This design comes from an exercise in tuning for a short achievable clock period and few clock cycles per item on the open sky130 flow, not from production work. Only simulation tests tie the RTL to the original design; equivalence was not proved. Power and IR drop assume default switching activity.

==> design.v <==
`timescale 1ns/1ps
package mflow_pkg;
   typedef logic [31:0] word_t;
   typedef logic [31:0] addr_t;
   typedef logic [31:0] vid_t;
   typedef logic [31:0] ts_t;
   typedef logic [2:0]  ttype_t;
   typedef struct packed {
      logic [63:0] args;
      ttype_t      ttype;
      vid_t        object;
      ts_t         ts;
   } task_t;
   typedef struct packed {
      addr_t addr;
   } rd_req_t;
   typedef struct packed {
      word_t data;
      addr_t addr;
   } wr_req_t;
   typedef struct packed {
      word_t data;    
      addr_t addr;
   } undo_entry_t;
   localparam ttype_t DISCHARGE_TASK  = 3'd0;
   localparam ttype_t GET_HEIGHT_TASK = 3'd1;
   localparam ttype_t PUSH_TASK       = 3'd2;
   localparam ttype_t RECEIVE_TASK    = 3'd3;
   localparam int VID_EXCESS_OFFSET = 0;
   localparam int VID_HEIGHT_OFFSET = 8;
   localparam int FLOW_BASE_WORD = 4;
   localparam int VERTEX_SHIFT = 6;    
endpackage
`timescale 1ns/1ps
module header_loader #(
   parameter logic [31:0] HEADER_BASE = '0
) (
   input  logic    clk,
   input  logic    rstn,
   input  logic    start,
   output mflow_pkg::rd_req_t hdr_rd_req,
   output logic    hdr_rd_valid,
   input  logic    hdr_rd_ready,
   input  logic    hdr_resp_valid,
   input  mflow_pkg::word_t   rd_data,
   output logic    hdr_ready,
   output mflow_pkg::addr_t   base_vertex_data,
   output mflow_pkg::vid_t    source_node,
   output mflow_pkg::vid_t    sink_node
);
   logic [1:0] word_cnt;    
   logic       loading;
   logic       waiting;     
   assign hdr_rd_valid = loading && !waiting;
   assign hdr_rd_req.addr = HEADER_BASE + mflow_pkg::addr_t'({word_cnt, 2'b00});
   always_ff @(posedge clk) begin
      if (!rstn) begin
         word_cnt  <= '0;
         loading   <= 1'b0;
         waiting   <= 1'b0;
         hdr_ready <= 1'b0;
      end else begin
         if (start && !hdr_ready && !loading) begin
            loading <= 1'b1;    
         end
         if (hdr_rd_valid && hdr_rd_ready) begin
            waiting <= 1'b1;
         end
         if (hdr_resp_valid) begin
            waiting  <= 1'b0;
            word_cnt <= word_cnt + 2'd1;
            if (word_cnt == 2'd2) begin
               loading   <= 1'b0;
               hdr_ready <= 1'b1;    
            end
         end
      end
   end
   always_ff @(posedge clk) begin
      if (hdr_resp_valid) begin
         case (word_cnt)
            2'd0:    base_vertex_data <= rd_data;
            2'd1:    source_node      <= rd_data;
            default: sink_node        <= rd_data;
         endcase
      end
   end
endmodule
`timescale 1ns/1ps
module mem_read_arbiter (
   input  logic    clk,
   input  logic    rstn,
   input  mflow_pkg::rd_req_t hdr_rd_req,
   input  logic    hdr_rd_valid,
   output logic    hdr_rd_ready,
   output logic    hdr_resp_valid,
   input  mflow_pkg::rd_req_t fsm_rd_req,
   input  logic    fsm_rd_valid,
   output logic    fsm_rd_ready,
   output logic    fsm_resp_valid,
   output mflow_pkg::rd_req_t mem_rd_req,
   output logic    mem_rd_valid,
   input  logic    mem_rd_ready,
   input  logic    mem_rd_resp_valid
);
   logic pending;      
   logic owner_hdr;    
   logic grant_hdr;
   assign grant_hdr = hdr_rd_valid;    
   assign mem_rd_valid = !pending && (hdr_rd_valid || fsm_rd_valid);
   assign mem_rd_req   = grant_hdr ? hdr_rd_req : fsm_rd_req;
   assign hdr_rd_ready = !pending && mem_rd_ready;
   assign fsm_rd_ready = !pending && mem_rd_ready && !grant_hdr;
   always_ff @(posedge clk) begin
      if (!rstn) begin
         pending   <= 1'b0;
         owner_hdr <= 1'b0;
      end else if (mem_rd_valid && mem_rd_ready) begin
         pending   <= 1'b1;
         owner_hdr <= grant_hdr;
      end else if (mem_rd_resp_valid) begin
         pending   <= 1'b0;
      end
   end
   assign hdr_resp_valid = mem_rd_resp_valid && pending && owner_hdr;
   assign fsm_resp_valid = mem_rd_resp_valid && pending && !owner_hdr;
endmodule
`timescale 1ns/1ps
module task_fsm #(
   parameter int FLOW_IDX_W = 4
) (
   input  logic        clk,
   input  logic        rstn,
   input  logic        start,
   input  mflow_pkg::task_t       task_in,
   output logic        done,
   output logic        idle,
   input  logic        hdr_ready,
   input  mflow_pkg::addr_t       base_vertex_data,
   input  mflow_pkg::vid_t        source_node,
   input  mflow_pkg::vid_t        sink_node,
   output mflow_pkg::rd_req_t     fsm_rd_req,
   output logic        fsm_rd_valid,
   input  logic        fsm_rd_ready,
   input  logic        fsm_resp_valid,
   input  mflow_pkg::word_t       rd_data,
   output mflow_pkg::wr_req_t     mem_wr_req,
   output logic        mem_wr_valid,
   input  logic        mem_wr_ready,
   output mflow_pkg::undo_entry_t undo_entry,
   output logic        undo_valid,
   input  logic        undo_ready,
   output mflow_pkg::task_t       task_out,
   output logic        task_out_valid,
   input  logic        task_out_ready
);
   typedef enum logic [3:0] {
      IDLE,
      WAIT_HDR,
      GH_READ,
      GH_WAIT,
      GH_ENQ,
      RX_READ_EXCESS,
      RX_WAIT_EXCESS,
      RX_READ_FLOW,
      RX_WAIT_FLOW,
      RX_UNDO_FLOW,
      RX_WRITE_FLOW,
      RX_UNDO_EXCESS,
      RX_WRITE_EXCESS,
      RX_ENQ,
      FINISH
   } fsm_state_t;
   fsm_state_t state, state_next;
   mflow_pkg::task_t cur_task;
   mflow_pkg::word_t vid_excess;
   mflow_pkg::word_t vid_height;
   mflow_pkg::word_t edge_flow;
   mflow_pkg::word_t                 arg0;
   mflow_pkg::word_t                 arg1;    
   logic [FLOW_IDX_W-1:0] flow_idx;
   mflow_pkg::addr_t                 vertex_addr;
   mflow_pkg::addr_t                 excess_addr;
   mflow_pkg::addr_t                 height_addr;
   mflow_pkg::addr_t                 flow_addr;
   logic                  activates;
   assign arg0     = cur_task.args[31:0];
   assign arg1     = cur_task.args[63:32];
   assign flow_idx = arg0[FLOW_IDX_W-1:0];
   assign vertex_addr = base_vertex_data + (mflow_pkg::addr_t'(cur_task.object) << mflow_pkg::VERTEX_SHIFT);
   assign excess_addr = vertex_addr + mflow_pkg::addr_t'(mflow_pkg::VID_EXCESS_OFFSET);
   assign height_addr = vertex_addr + mflow_pkg::addr_t'(mflow_pkg::VID_HEIGHT_OFFSET);
   assign flow_addr   = vertex_addr + ((mflow_pkg::addr_t'(mflow_pkg::FLOW_BASE_WORD) + mflow_pkg::addr_t'(flow_idx)) << 2);
   assign activates = (vid_excess == '0) && (cur_task.object != source_node)
                      && (cur_task.object != sink_node);
   assign done = (state == FINISH);
   assign idle = (state == IDLE);
   always_ff @(posedge clk) begin
      if (!rstn) begin
         state <= IDLE;
      end else begin
         state <= state_next;
      end
   end
   always_ff @(posedge clk) begin
      if (state == IDLE && start) begin
         cur_task <= task_in;
      end
      if (fsm_resp_valid) begin
         case (state)
            GH_WAIT:        vid_height <= rd_data;
            RX_WAIT_EXCESS: vid_excess <= rd_data;
            RX_WAIT_FLOW:   edge_flow  <= rd_data;
            default: ;
         endcase
      end
   end
   always_comb begin
      state_next      = state;
      fsm_rd_valid    = 1'b0;
      fsm_rd_req.addr = '0;
      mem_wr_valid    = 1'b0;
      mem_wr_req      = '0;
      undo_valid      = 1'b0;
      undo_entry      = '0;
      task_out_valid  = 1'b0;
      task_out        = '0;
      case (state)
         IDLE: begin
            if (start) begin
               state_next = WAIT_HDR;
            end
         end
         WAIT_HDR: begin
            if (hdr_ready) begin
               case (cur_task.ttype)
                  mflow_pkg::GET_HEIGHT_TASK: state_next = GH_READ;
                  mflow_pkg::RECEIVE_TASK:    state_next = RX_READ_EXCESS;
                  default:         state_next = FINISH;    
               endcase
            end
         end
         GH_READ: begin
            fsm_rd_valid    = 1'b1;
            fsm_rd_req.addr = height_addr;
            if (fsm_rd_ready) begin
               state_next = GH_WAIT;
            end
         end
         GH_WAIT: begin
            if (fsm_resp_valid) begin
               state_next = GH_ENQ;
            end
         end
         GH_ENQ: begin
            task_out_valid  = 1'b1;
            task_out.ttype  = mflow_pkg::PUSH_TASK;
            task_out.object = arg0;
            task_out.args   = {arg1, vid_height};
            task_out.ts     = cur_task.ts;
            if (task_out_ready) begin
               state_next = FINISH;
            end
         end
         RX_READ_EXCESS: begin
            fsm_rd_valid    = 1'b1;
            fsm_rd_req.addr = excess_addr;
            if (fsm_rd_ready) begin
               state_next = RX_WAIT_EXCESS;
            end
         end
         RX_WAIT_EXCESS: begin
            if (fsm_resp_valid) begin
               state_next = RX_READ_FLOW;
            end
         end
         RX_READ_FLOW: begin
            fsm_rd_valid    = 1'b1;
            fsm_rd_req.addr = flow_addr;    
            if (fsm_rd_ready) begin
               state_next = RX_WAIT_FLOW;
            end
         end
         RX_WAIT_FLOW: begin
            if (fsm_resp_valid) begin
               state_next = RX_UNDO_FLOW;
            end
         end
         RX_UNDO_FLOW: begin
            undo_valid      = 1'b1;
            undo_entry.addr = flow_addr;
            undo_entry.data = edge_flow;
            if (undo_ready) begin
               state_next = RX_WRITE_FLOW;
            end
         end
         RX_WRITE_FLOW: begin
            mem_wr_valid    = 1'b1;
            mem_wr_req.addr = flow_addr;
            mem_wr_req.data = edge_flow - arg1;
            if (mem_wr_ready) begin
               state_next = RX_UNDO_EXCESS;
            end
         end
         RX_UNDO_EXCESS: begin
            undo_valid      = 1'b1;
            undo_entry.addr = excess_addr;
            undo_entry.data = vid_excess;
            if (undo_ready) begin
               state_next = RX_WRITE_EXCESS;
            end
         end
         RX_WRITE_EXCESS: begin
            mem_wr_valid    = 1'b1;
            mem_wr_req.addr = excess_addr;
            mem_wr_req.data = vid_excess + arg1;
            if (mem_wr_ready) begin
               state_next = activates ? RX_ENQ : FINISH;
            end
         end
         RX_ENQ: begin
            task_out_valid  = 1'b1;
            task_out.ttype  = mflow_pkg::DISCHARGE_TASK;
            task_out.object = cur_task.object;
            task_out.args   = {cur_task.ts, 32'd0};
            task_out.ts     = cur_task.ts;
            if (task_out_ready) begin
               state_next = FINISH;
            end
         end
         FINISH: begin
            state_next = IDLE;
         end
         default: begin
            state_next = IDLE;
         end
      endcase
   end
endmodule
`timescale 1ns/1ps
module mflow_task_unit #(
   parameter logic [31:0] HEADER_BASE = '0,
   parameter int    FLOW_IDX_W  = 4
) (
   input  logic        clk,
   input  logic        rstn,
   input  logic        start,
   input  mflow_pkg::task_t       task_in,
   output logic        done,
   output logic        idle,
   output mflow_pkg::task_t       task_out,
   output logic        task_out_valid,
   input  logic        task_out_ready,
   output mflow_pkg::rd_req_t     mem_rd_req,
   output logic        mem_rd_valid,
   input  logic        mem_rd_ready,
   input  mflow_pkg::word_t       mem_rd_data,
   input  logic        mem_rd_resp_valid,
   output mflow_pkg::wr_req_t     mem_wr_req,
   output logic        mem_wr_valid,
   input  logic        mem_wr_ready,
   output mflow_pkg::undo_entry_t undo_entry,
   output logic        undo_valid,
   input  logic        undo_ready
);
   mflow_pkg::rd_req_t hdr_rd_req;
   logic    hdr_rd_valid;
   logic    hdr_rd_ready;
   logic    hdr_resp_valid;
   mflow_pkg::rd_req_t fsm_rd_req;
   logic    fsm_rd_valid;
   logic    fsm_rd_ready;
   logic    fsm_resp_valid;
   logic    hdr_ready;
   mflow_pkg::addr_t   base_vertex_data;
   mflow_pkg::vid_t    source_node;
   mflow_pkg::vid_t    sink_node;
   header_loader #(
      .HEADER_BASE (HEADER_BASE)
   ) u_header_loader (
      .clk              (clk),
      .rstn             (rstn),
      .start            (start),
      .hdr_rd_req       (hdr_rd_req),
      .hdr_rd_valid     (hdr_rd_valid),
      .hdr_rd_ready     (hdr_rd_ready),
      .hdr_resp_valid   (hdr_resp_valid),
      .rd_data          (mem_rd_data),
      .hdr_ready        (hdr_ready),
      .base_vertex_data (base_vertex_data),
      .source_node      (source_node),
      .sink_node        (sink_node)
   );
   mem_read_arbiter u_mem_read_arbiter (
      .clk               (clk),
      .rstn              (rstn),
      .hdr_rd_req        (hdr_rd_req),
      .hdr_rd_valid      (hdr_rd_valid),
      .hdr_rd_ready      (hdr_rd_ready),
      .hdr_resp_valid    (hdr_resp_valid),
      .fsm_rd_req        (fsm_rd_req),
      .fsm_rd_valid      (fsm_rd_valid),
      .fsm_rd_ready      (fsm_rd_ready),
      .fsm_resp_valid    (fsm_resp_valid),
      .mem_rd_req        (mem_rd_req),
      .mem_rd_valid      (mem_rd_valid),
      .mem_rd_ready      (mem_rd_ready),
      .mem_rd_resp_valid (mem_rd_resp_valid)
   );
   task_fsm #(
      .FLOW_IDX_W (FLOW_IDX_W)
   ) u_task_fsm (
      .clk              (clk),
      .rstn             (rstn),
      .start            (start),
      .task_in          (task_in),
      .done             (done),
      .idle             (idle),
      .hdr_ready        (hdr_ready),
      .base_vertex_data (base_vertex_data),
      .source_node      (source_node),
      .sink_node        (sink_node),
      .fsm_rd_req       (fsm_rd_req),
      .fsm_rd_valid     (fsm_rd_valid),
      .fsm_rd_ready     (fsm_rd_ready),
      .fsm_resp_valid   (fsm_resp_valid),
      .rd_data          (mem_rd_data),
      .mem_wr_req       (mem_wr_req),
      .mem_wr_valid     (mem_wr_valid),
      .mem_wr_ready     (mem_wr_ready),
      .undo_entry       (undo_entry),
      .undo_valid       (undo_valid),
      .undo_ready       (undo_ready),
      .task_out         (task_out),
      .task_out_valid   (task_out_valid),
      .task_out_ready   (task_out_ready)
   );
endmodule
`timescale 1ns/1ps
module mflow_top (
   input  logic        clk,
   input  logic        rstn,
   input  logic        start,
   input  logic [31:0] task_in_ts,
   input  logic [31:0] task_in_object,
   input  logic [2:0]  task_in_ttype,
   input  logic [63:0] task_in_args,
   output logic        done,
   output logic        idle,
   output logic [31:0] task_out_ts,
   output logic [31:0] task_out_object,
   output logic [2:0]  task_out_ttype,
   output logic [63:0] task_out_args,
   output logic        task_out_valid,
   input  logic        task_out_ready,
   output logic [31:0] mem_rd_addr,
   output logic        mem_rd_valid,
   input  logic        mem_rd_ready,
   input  logic [31:0] mem_rd_data,
   input  logic        mem_rd_resp_valid,
   output logic [31:0] mem_wr_addr,
   output logic [31:0] mem_wr_data,
   output logic        mem_wr_valid,
   input  logic        mem_wr_ready,
   output logic [31:0] undo_addr,
   output logic [31:0] undo_data,
   output logic        undo_valid,
   input  logic        undo_ready
);
   mflow_pkg::task_t       task_in_s;
   mflow_pkg::task_t       task_out_s;
   mflow_pkg::rd_req_t     rd_req_s;
   mflow_pkg::wr_req_t     wr_req_s;
   mflow_pkg::undo_entry_t undo_s;
   assign task_in_s.ts     = task_in_ts;
   assign task_in_s.object = task_in_object;
   assign task_in_s.ttype  = task_in_ttype;
   assign task_in_s.args   = task_in_args;
   assign task_out_ts     = task_out_s.ts;
   assign task_out_object = task_out_s.object;
   assign task_out_ttype  = task_out_s.ttype;
   assign task_out_args   = task_out_s.args;
   assign mem_rd_addr = rd_req_s.addr;
   assign mem_wr_addr = wr_req_s.addr;
   assign mem_wr_data = wr_req_s.data;
   assign undo_addr   = undo_s.addr;
   assign undo_data   = undo_s.data;
   mflow_task_unit #(
      .HEADER_BASE (32'h0),
      .FLOW_IDX_W  (4)
   ) u_unit (
      .clk               (clk),
      .rstn              (rstn),
      .start             (start),
      .task_in           (task_in_s),
      .done              (done),
      .idle              (idle),
      .task_out          (task_out_s),
      .task_out_valid    (task_out_valid),
      .task_out_ready    (task_out_ready),
      .mem_rd_req        (rd_req_s),
      .mem_rd_valid      (mem_rd_valid),
      .mem_rd_ready      (mem_rd_ready),
      .mem_rd_data       (mem_rd_data),
      .mem_rd_resp_valid (mem_rd_resp_valid),
      .mem_wr_req        (wr_req_s),
      .mem_wr_valid      (mem_wr_valid),
      .mem_wr_ready      (mem_wr_ready),
      .undo_entry        (undo_s),
      .undo_valid        (undo_valid),
      .undo_ready        (undo_ready)
   );
endmodule
==> run.sh <==
#!/bin/bash
# synth_recipe.tcl (not shown) runs the flow's synth.tcl, then flattens the netlist and writes it again
# the make line also repeats each setting of config.mk as NAME=value (left out here)
make -C /OpenROAD-flow-scripts/flow DESIGN_CONFIG=/design/flow/config.mk WORK_HOME=/design/flow/orfs CLKGATE_MAP_FILE= SYNTH_SCRIPT=/design/flow/synth_recipe.tcl finish
==> config.mk <==
export PLATFORM = sky130hd
export DESIGN_NAME = mflow_top
export DESIGN_NICKNAME = mflow_top
export VERILOG_FILES = /design/flow/design.v
export SDC_FILE = /design/flow/constraint.sdc
export NUM_CORES = 4
export LEC_CHECK = 0
export CAP_MARGIN = 20
export CORE_MARGIN = 2
export CORE_UTILIZATION = 40
export SLEW_MARGIN = 20
==> constraint.sdc <==
create_clock -name core_clock -period 6.5 [get_ports {clk}]
set_input_delay 1.3000 -clock core_clock [delete_from_list [all_inputs] [get_ports {clk}]]
set_output_delay 1.3000 -clock core_clock [all_outputs]
set_load 0.01 [all_outputs]
==> flow_metrics.py <==
metrics = {
    "timing": {
        "fin_crit_ps": 6270,
        "fin_skew_ps": 9.74,
        "tightest_slew_ps": 1070,
        "finalCritPeriodShare": 0.965,
        "fmax_mhz": 159,
        "relSlewSlack": 0.283,
        "setup_viol": 0,
        "finalMaxSlewViolations": 0,
        "hold_viol": 0,
    },
    "hold_path": {
        "min_path_type": "reg2reg",
    },
    "setup_path": {
        "worst_path_max_delay_cell": "clkdlybuf4s50_1",
        "arrival_ps": 4970,
        "path_max_fanout": 4,
        "max_stage_delay_ps": 540,
        "cp.required_ps": 5200,
        "timing.critical_path.mode_cell": "a21oi_1",
        "critPathKind": "reg2out",
        "critPathCaptureType": "primary output",
        "path_cells": "ha_1, inv_1, fa_1, nor2b_1, o31a_1, o21a_1, a21oi_1, and2_1, nor4_4, or4b_4, nor4_4, a21oi_1, o31ai_1, a21oi_1, clkdlybuf4s50_1",
        "crit_family": "simple AND/OR/NAND/NOR gates",
        "critPathBufInv": 2,
        "worst_setup_path_start_kind": "flop",
    },
    "run": {
        "cap_violations": 0,
    },
    "synthesis": {
        "synthTopCellsByCount": "323 x edfxtp_1, 118 x xnor2_1, 106 x a21oi_1",
        "yosys_warnings": 3,
        "async_reset_ff_frac": 0,
        "yosysUniqueCellTypes": 87,
        "seq_area_frac_synth": 0.500,
        "syn_inst": 1808,
        "ys_seq_elements": 334,
        "synth_top_area_cell": "edfxtp_1",
        "synth-main-ff-cell": "edfxtp_1",
        "synthTopCellsByArea": "edfxtp_1 49%, ha_1 6.1%, xnor2_1 5.2%",
        "synth.top_cell.area_share": 0.489,
        "netlist_area_um2": 19900,
        "yosysMostFrequentCell": "edfxtp_1",
        "postSynthAreaPerCell_um2": 11.0,
        "synth_edf_count": 323,
    },
    "clock_tree": {
        "clock-sinks": 334,
        "cts_buffers": 40,
        "h-tree-depth": 2,
        "clockBufferDepth": 3,
        "worst_skew_pair.late_latency_ps": 560,
        "cts_root_buf": "clkbuf_16",
        "cts_tree": "yes",
        "worst_setup_hold_path_clk_slew_ps": 60,
    },
    "grt": {
        "grt_usage": 0.284,
        "grt_overflow_total": 0,
        "antenna_found_initial": 1,
        "grt_pass1_wl_mm": 108,
        "grt_pass1_vias": 16400,
        "grt_max_degree": 68,
    },
    "route": {
        "drtIter0Drc": 1732,
        "vias": 17100,
        "postRouteAntennaNets": 0,
        "route.detailed.drc": 0,
        "highest_layer": "met4",
        "dr_wl_met3_mm": 5.52,
        "dr_wl_met2_mm": 35.1,
        "firstDrtPassIters": 5,
        "drt-total-wl_mm": 75.4,
        "wire_per_inst_um": 25.4,
        "avgViaCountPerCell": 5.79,
        "wl_met1_mm": 33.3,
    },
    "floorplan": {
        "die_h_um": 227,
        "core_um2": 49000,
        "rows": 81,
        "pin_count": 468,
        "die_x_um": 227,
        "start_util": 0.406,
        "die_area_um2": 51400,
    },
    "place": {
        "place_hpwl_mm": 56.4,
        "dp.cells": 2883,
        "io_buffers": 465,
        "gp_congestion": 0.922,
    },
    "pwr": {
        "powerDensity_nw_per_um2": 342,
        "p_leak_nw": 9.53,
        "irDropWorstVdd_mv": 0.200,
    },
    "finish": {
        "final_core_util": 0.547,
        "syn_to_final_growth_pct": 34.9,
        "drive_gt1_frac": 0.0714,
        "nets": 2541,
        "final_cell_count_no_fill": 2963,
    },
    "outcome": {
        "status": "finished clean",
    },
}
where the power goes:
part	internal, mW	leakage (nW)	total, mW	switching [mW]
sequential	2.72	3.05	3.00	0.281
combinational	1.63	5.90	3.99	2.36
clock	1.24	0.591	2.16	0.919
total	5.59	9.53	9.15	3.56
logic make-up (layout without fill, tap and decap cells):
kind of cell               count (synthesis)  after routing  share of synthesized area
AOI/OAI and AO/OA                        538            538                      0.189
and+or+nand+nor                          498            498                      0.136
DFF                                      334            334                      0.500
xor gates and xnor gates                 170            170                     0.0750
buffers and inverters                    160            648                     0.0316
adders and majority gates                101            101                     0.0652
muxes                                      6              6                    0.00309
other                                      1              4                   0.000189
per-layer routing:
| layer | track usage | vias up |
|---|---|---|
| met5 | 0 | - |
| met4 | 0.0618 | 0 |
| met3 | 0.0566 | 90 |
| met2 | 0.461 | 712 |
| met1 | 0.392 | 8493 |
| li1 | - | 7851 |
path summary, 6_finish.rpt:
path / end / from / slack [ps] / cells after the start
worst max register to register: u_unit.u_task_fsm.state[0]$_SDFFE_PN0P_ / u_unit.u_task_fsm.state[1]$_SDFFE_PN0P_ / 3600 / 8
worst min register to register: u_unit.u_header_loader.waiting$_SDFFE_PP0P_ / u_unit.u_header_loader.waiting$_SDFFE_PP0P_ / 500 / 2
worst max-delay path: mem_rd_addr[30] / u_unit.u_task_fsm.cur_task[32]$_DFFE_PP_ / 230 / 15
worst min-delay path: u_unit.u_header_loader.waiting$_SDFFE_PP0P_ / u_unit.u_header_loader.waiting$_SDFFE_PP0P_ / 500 / 2
state kept, by name (all words and copies together) (netlist names):
name / count
u_unit.u_header_loader.base_vertex_data: 32
u_unit.u_header_loader.hdr_ready: 1
u_unit.u_header_loader.loading: 1
u_unit.u_header_loader.sink_node: 32
u_unit.u_header_loader.source_node: 32
u_unit.u_header_loader.waiting: 1
u_unit.u_header_loader.word_cnt: 2
u_unit.u_mem_read_arbiter.owner_hdr: 1
u_unit.u_mem_read_arbiter.pending: 1
u_unit.u_task_fsm.cur_task: 131
u_unit.u_task_fsm.edge_flow: 32
u_unit.u_task_fsm.state: 4
u_unit.u_task_fsm.vid_excess: 32
u_unit.u_task_fsm.vid_height: 32
placed cells by master, fill, tap and decap left out, types with 6 or more instances in the layout:
| cell | n |
|---|---|
| clkdlybuf4s50_1 | 464 |
| edfxtp_1 | 323 |
| xnor2_1 | 114 |
| a21oi_1 | 106 |
| a22o_1 | 105 |
| nor2_1 | 95 |
| ha_1 | 95 |
| nand2_1 | 83 |
| o22ai_1 | 75 |
| o21ai_0 | 69 |
| inv_1 | 68 |
| xor2_1 | 51 |
| and3_1 | 47 |
| and2_1 | 44 |
| buf_4 | 44 |
| clkbuf_16 | 41 |
| nand4_1 | 34 |
| a21o_1 | 34 |
| nand3_1 | 33 |
| nand2b_1 | 24 |
| nor3_1 | 24 |
| nor2b_1 | 23 |
| o21a_1 | 19 |
| nor4_1 | 17 |
| a211oi_1 | 14 |
| o211ai_1 | 14 |
| or3_1 | 12 |
| o21bai_1 | 12 |
| dfxtp_1 | 11 |
| or2_2 | 8 |
| a31oi_1 | 8 |
| nand3b_1 | 8 |
| clkbuf_1 | 8 |
| a21boi_0 | 7 |
| nor3_2 | 6 |
| nor2_2 | 6 |
| o221ai_1 | 6 |
| o31ai_1 | 6 |
| a221oi_1 | 6 |
worst min-delay path, cell delays in order, from the launching register on:
cell     delay [ps]
dfxtp_1         340
a21oi_1          50
nor2_1           90
area by class of cell:
cell class                 count  area [µm²]
tap                          664         831
multi-input combinational   1315        9520
timing repair buffer         510        5010
antenna                        2        5.00
clock inverter                21         183
inverter                      68         255
clock buffer                  49        1060
sequential                   334        9920
fill                        4271       22200
per-stage QoR:
| stage | power, mW | hold slack, ps | TNS (ps) | setup slack, ps | area, µm² |
|---|---|---|---|---|---|
| 4_1_cts | 9.08 | 507 | 0 | 62.5 | 26600 |
| 2_1_floorplan | 5.35 | 465 | 0 | 1280 | 19900 |
| 3_3_place_gp | 6.85 | 477 | 0 | 719 | 25300 |
| 5_1_grt | 9.60 | 525 | -24.8 | -24.8 | 26800 |
| 3_5_place_dp | 6.89 | 493 | 0 | 595 | 25300 |
| 6_report | 9.15 | 503 | 0 | 226 | 26800 |
timing repair:
action                     CTS  global route
pin swaps                    0             4
setup endpoints to repair    2            28
buffers inserted             0             8
hold buffers                 0             0
resized for setup            2            23
Testbench counts, summed over its fixed seeds: cycles 128,595, tasks 12,000.

==> separate check: timing with driven ports <==
Ports are ideal in the flow. The routed layout listed here was re-timed in OpenROAD.
Step 1 sets driving cells, clkbuf_16 on the clock port and buf_2 on the other inputs (assumed; they add their load-dependent delay and slew).
Step 2 times the ports against the registers' clock, not the clock port: input delays grow and output delays shrink by t, the midpoint of the rising clock arrivals with the driver on.
Slacks: ideal ports / drivers / drivers and shift; pairs: ideal ports / drivers.
t (ns): 0.615
setup slack, ns: 0.226 / 0.164 / 0.778
hold WS [ns]: 0.503 / 0.503 / 0.503
latest minus earliest clock arrival (ns): 0.013 / 0.013
worst data-port slew with drivers (ns): 0.13
After both steps setup and hold are still met in this run. The setup slack of this run moves by -0.062 ns with the drivers and by +0.552 ns with both steps.
